Source: an optimization exercise on an open RTL-to-GDS flow (aim: small area). Production flows keep margins and buffers that such runs may drop.
In this exercise RTL edits were held to simulation tests only and were not proved equivalent to the original.
Power and IR drop assume default switching activity.

## design.v

```verilog
package mhpq_pkg;
  localparam int unsigned KeyW   = 32;
  localparam int unsigned EntryW = 8;
  localparam logic [1:0] ST_OK    = 2'd0;
  localparam logic [1:0] ST_FULL  = 2'd1;
  localparam logic [1:0] ST_EMPTY = 2'd2;
endpackage
module max_heap_priority_queue #(
  parameter int unsigned CAPACITY = 128
) (
  input  logic                clk_i,
  input  logic                rst_ni,
  input  logic                start,
  output logic                busy,
  input  logic [32:0]         word_i,
  output logic                done_o,
  output logic [41:0]         result_o
);
  localparam int unsigned KeyW = 32;
  typedef enum logic [1:0] {
    S_IDLE = 2'd0,
    S_SCAN = 2'd1,
    S_RESP = 2'd2
  } state_e;
  state_e            state_q, state_d;
  logic [7:0]        count_q, count_d;
  logic [6:0]        ph_q;
  logic              full_q, full_d;
  logic [KeyW-1:0]   top_q, top_d;
  logic [CAPACITY*KeyW-1:0] ring_q;
  logic [KeyW-1:0]   ring_out, ring_in;
  logic              take, is_rep, empty, full, slot_used, swap;
  logic [6:0]        cnt_m1, cnt_m2;
  assign ring_out = ring_q[CAPACITY*KeyW-1 -: KeyW];
  assign empty    = count_q == 8'd0;
  assign full     = count_q[7];
  assign cnt_m1   = count_q[6:0] - 7'd1;
  assign cnt_m2   = count_q[6:0] - 7'd2;
  assign is_rep   = word_i[32];
  assign busy = !(state_q == S_IDLE && ph_q == cnt_m1);
  assign take = start && !busy;
  assign slot_used = {1'b0, ph_q} < (count_q - 8'd1) && !empty;
  assign swap      = state_q == S_SCAN && slot_used &&
                     ({~ring_out[KeyW-1], ring_out[KeyW-2:0]} >
                      {~top_q[KeyW-1], top_q[KeyW-2:0]});
  always_comb begin
    state_d = state_q;
    count_d = count_q;
    full_d  = full_q;
    top_d   = top_q;
    ring_in = ring_out;
    unique case (state_q)
      S_IDLE: begin
        if (take) begin
          full_d  = 1'b0;
          state_d = S_RESP;
          if (!is_rep) begin
            if (full) begin
              full_d = 1'b1;
            end else begin
              count_d = count_q + 8'd1;
              if (empty) begin
                top_d = word_i[KeyW-1:0];
              end else begin
                ring_in = word_i[KeyW-1:0];
                state_d = S_SCAN;
              end
            end
          end else if (!empty) begin
            top_d   = word_i[KeyW-1:0];
            state_d = S_SCAN;
          end
        end
      end
      S_SCAN: begin
        if (swap) begin
          ring_in = top_q;
          top_d   = ring_out;
        end
        if (ph_q == cnt_m2) state_d = S_RESP;
      end
      S_RESP: begin
        state_d = S_IDLE;
      end
      default: begin
        state_d = S_IDLE;
      end
    endcase
  end
  always_ff @(posedge clk_i or negedge rst_ni) begin
    if (!rst_ni) begin
      state_q <= S_IDLE;
      count_q <= '0;
      ph_q    <= '0;
      full_q  <= 1'b0;
      top_q   <= '0;
    end else begin
      state_q <= state_d;
      count_q <= count_d;
      ph_q    <= ph_q + 7'd1;
      full_q  <= full_d;
      top_q   <= top_d;
    end
  end
  always_ff @(posedge clk_i) begin
    ring_q <= {ring_q[(CAPACITY-1)*KeyW-1:0], ring_in};
  end
  assign done_o   = state_q == S_RESP;
  assign result_o = {empty, full_q, top_q, count_q};
endmodule
```

## config.mk

```make
export PLATFORM = sky130hd
export DESIGN_NAME = max_heap_priority_queue
export DESIGN_NICKNAME = max_heap_priority_queue
export VERILOG_FILES = /design/flow/design.v
export SDC_FILE = /design/flow/constraint.sdc
export NUM_CORES = 4
export LEC_CHECK = 0
export CAP_MARGIN = 20
export CORE_MARGIN = 2
export CORE_UTILIZATION = 40
export SLEW_MARGIN = 20
```

## constraint.sdc

```tcl
create_clock -name core_clock -period 12.0 [get_ports {clk_i}]
set_input_delay 2.4000 -clock core_clock [delete_from_list [all_inputs] [get_ports {clk_i}]]
set_output_delay 2.4000 -clock core_clock [all_outputs]
set_load 0.01 [all_outputs]
```

## run.sh

```bash
#!/bin/bash
# synth_recipe.tcl (not shown) runs the flow's synth.tcl, then flattens the netlist and writes it again
# the make line also repeats each setting of config.mk as NAME=value (left out here)
make -C /OpenROAD-flow-scripts/flow DESIGN_CONFIG=/design/flow/config.mk WORK_HOME=/design/flow/orfs CLKGATE_MAP_FILE= SYNTH_SCRIPT=/design/flow/synth_recipe.tcl finish
```

==> summary.txt <==
==> kinds of logic (layout without fill, tap and decap cells) <==
kind of cell,after synthesis,after routing
simple gates,118,118
xor+xnor,25,25
fa+ha+maj,46,46
other cells,0,4
mux,77,77
buf+inv,69,770
compound gates,109,109
flops,4146,4146
==> synthesized netlist by cell type (2+ instances only) <==
library cell / n / area [sq um]
dfxtp_1: 4096 / 82000
mux2i_1: 60 / 601
nand2_1: 55 / 206
dfrtp_1: 50 / 1250
ha_1: 46 / 576
inv_1: 38 / 143
a21oi_1: 36 / 180
a221o_1: 18 / 180
xnor2_1: 16 / 140
a22oi_1: 15 / 113
nand3_1: 15 / 75.1
o2bb2ai_1: 15 / 131
buf_2: 14 / 70.1
nand4_1: 13 / 81.3
mux2_2: 11 / 124
o21ai_0: 11 / 55.1
xor2_1: 9 / 78.8
nor2_1: 7 / 26.3
buf_6: 6 / 67.6
clkbuf_1: 6 / 22.5
mux2_1: 6 / 67.6
and3_1: 4 / 25.0
nor2b_1: 4 / 25.0
nor3_1: 4 / 20.0
buf_4: 3 / 22.5
nor4_1: 3 / 18.8
a21o_1: 2 / 15.0
==> how the worst max path moves through the flow <==
stage,to,cells past startpoint,slack [ns]
after floorplan,busy,10,7.57
after detailed placement,busy,10,6.82
after CTS,busy,10,5.81
after global placement,busy,10,6.77
after global routing,busy,10,5.61
final,busy,10,5.94
==> worst reg2reg max path: cells and delay by family (launching register included) <==
kind | cells | cell delay [ns]
fa+ha+maj | 2 | 0.57
xor+xnor | 1 | 0.15
simple gates | 6 | 1.86
buf+inv | 1 | 0.15
mux | 1 | 0.44
flops | 1 | 0.54
compound gates | 2 | 0.24
==> placed cells by master (no fill, tap or decap), types with 16 or more instances in the layout <==
cell and count:
inv_1 38, dfxtp_1 4096, clkbuf_8 78, mux2i_1 60, clkbuf_16 373, clkinv_2 81, nand2_1 54, dfrtp_1 50
xnor2_1 16, a221o_1 18, clkinvlp_4 18, ha_1 46, clkdlybuf4s50_1 78, clkbuf_1 40, a21oi_1 36, bufinv_16 32
==> routing by layer <==
layer / up-vias / track usage, %
met5: - / 0
met4: 2 / 4.86
met3: 349 / 2.69
met2: 484 / 14.6
met1: 14496 / 12.9
li1: 15348 / -
==> power by group through the flow <==
stage	sequential [mW]	clock, mW	combinational (mW)
after floorplan	14.2	0	0.252
after global placement	14.2	0	0.594
after detailed placement	14.2	0	0.592
after CTS	13.9	12.0	0.596
after global routing	13.9	12.5	0.613
final	13.9	11.6	0.565
==> final cells by class <==
type,count,area share (%)
Multi-Input combinational cell,375,2.94
Antenna cell,4,0.00971
Clock inverter,155,1.69
Timing Repair Buffer,85,0.806
Clock buffer,491,10.2
Tap cell,2838,3.44
Sequential cell,4146,80.7
Inverter,39,0.142
==> stage by stage <==
step                      instances  setup WS (ns)
after floorplan                4590           7.57
after global placement         7483           6.77
after detailed placement       7483           6.82
after CTS                      8129           5.81
after global routing           8131           5.61
final                          8133           5.94
==> sequential cells by signal (all words and copies together) (netlist names) <==
| signal | flops |
|---|---|
| count_q | 8 |
| full_q | 1 |
| ph_q | 7 |
| ring_q | 4096 |
| state_q | 2 |
| top_q | 32 |
==> summary.txt <==
Detailed Route WL=about 110000 um; Compound-Gate Fraction of Synth Area=less than 1%; PD cells=approximately 250 mW/mm^2; gr ovfl total=0; Post-Synth Adder-Cell Area=less than 1%; final worst path period need=6.06 ns; Register Area=roughly 0.083 sq mm; Die X=469 um; Max-cap violations=0; FF+latch count, synth=about 4100; Initial Utilization=about two fifths; maximum VDD drop=between 0.00015 and 0.0002 V; worst hold path type=register to register; Avg Inst Size Synth=roughly 19 sq um; share of flip-flops with an asynchronous set or reset=~1.2%; Reg2Reg Depth=13; # rows=170; worst hold path startpoint=ring_q[107]; Net Count, Synth=4672; post_cts resized=0; synthesized area=approximately 0.087 sq mm; placed cell areas=approximately 0.091 sq mm; Critical R2R Launch=count_q[2]; drt initial violations=~1400; initial antenna violation count=14; Psw=5.13 mW; Worst-path clk slew=~0.07 ns; # setup viols final=0; Final Cycle Share=between 50% and 60%; cell count after synthesis=between 4000 and 5000; crit end category=output pin; capture point of the worst reg-to-reg path=ring_q[27]; top sig layer=met5; critical path peak fanout=10; CTS root buffer=clkbuf_16; Worst Clk Skew=around 0.065 ns; end of the worst hold path=ring_q[139]; CTS tree=built; Crit Path Class=register to output pin; critical path buffer and inverter count=2; setup TNS=0 ns; Post-synth EDFFs=0; Vias/cell=between 3 and 4; Clk network pwr share=roughly 45%; Routed Antenna Nets=0; crit path DAT=approximately 3.7 ns; WL met2=between 40000 and 50000 um; share of layout cells above drive strength 1=between 10% and 20%; Core Util, Final=about half; ys flop type=dfxtp_1; RSZ-0062 raised after global routing=no; Post-Route M1 WL=around 51000 um; Syn-to-layout area delta=19.1%; Final Hold Viols=0; pin count of the biggest net entering global routing=51; WL met3=roughly 4600 um; largest family of logic cells by synthesized area=compound AO/OA/AOI/OAI gates; sequential area share after synthesis=96.1%; Synth Area in XOR/XNOR=less than 1%; GRT Total Usage=9.74%; Relative slew margins=about a quarter; switching share of power=19.7%; Fill cells=17823; fmax=165 MHz; DIE AREA=0.220 sq mm; Seq pwr share=between 50% and 60%; Slew Limit Fails=0; crit start category=register; area of the multi-input gates=0.00303 sq mm; core box area=0.215 sq mm; Routed WL per cell=13.0 um; CP Cell Sequence=inv_1 -> ha_1 -> nor3b_2 -> nand2_1 -> xor2_1 -> ha_1 -> nand3_1 -> nor4_1 -> nand3_1 -> clkdlybuf4s50_1; vias in the first global route=31902; Worst path max stage delay=about 0.54 ns; hold depth=0; placer congestion estimate=between 0.7 and 0.8; final total power=approximately 26 mW; Reg2Reg Setup Slack=7.91 ns; Logic pwr share=~2.2%; CTS Hold Bufs=0; post-synthesis mux area share=less than 1%; first-pass GRT wire length=between 150000 and 200000 um; Worst Tran Pin Value=between 1 and 1.5 ns; Internal Pwr Total=about 21 mW; I/O Pins=80; Post-CTS Repair Setup Buffers=0; Worst path slowest cell=dfrtp_1; Nets=just over 5000; Die Y=approximately 470 um; Clk Latency, worst-skew pair=0.93 ns; Worst Setup SP=count_q[2]; worst hold margin=roughly 0.27 ns; clock sinks=between 4000 and 5000; H-tree lvl count=5; Leak=41.5 nW; Post-Layout Inst Area=between 0.1 and 0.15 sq mm; Post-DP HPWL=54200 um; Worst Path Required=between 9 and 10 ns; DRT Pass-1 Iters=4; total CTS buffers=365; DRC Markers=0; Via Count=30679; Port Buf Inserts=79; Synth Warn #=1; Synth cell types=54; delay-heaviest family, CP=simple AND/OR/NAND/NOR gates; CTS Buffer Depth=4; fraction of the mapped netlist area in simple logic gates=less than 1%; status=finished clean

## afterwards: timing with drivers on the ports
No port has a modelled driver above. Below, the same layout with a new extraction and two added sets of constraints. Step 1, drivers: a clkbuf_16 drives clk_i and a buf_2 each remaining input, both assumed. Step 2 also shifts input and output timing later by t, the mid clock arrival at the registers, as if the neighbouring blocks saw the same clock. Three values: ideal ports, drivers, drivers and shift; two values: the first two.
shift t [ns]: 0.976
slack for setup (ns): 5.943 / 5.862 / 6.838
latest minus earliest clock arrival (ns): 0.072 / 0.071
worst data-port slew with drivers (ns): 0.24
pins driven straight from the clock port: 1
After both steps this run still meets setup and hold. For this run, drivers alone change the setup slack by -0.081 ns; drivers and shift together by +0.895 ns.
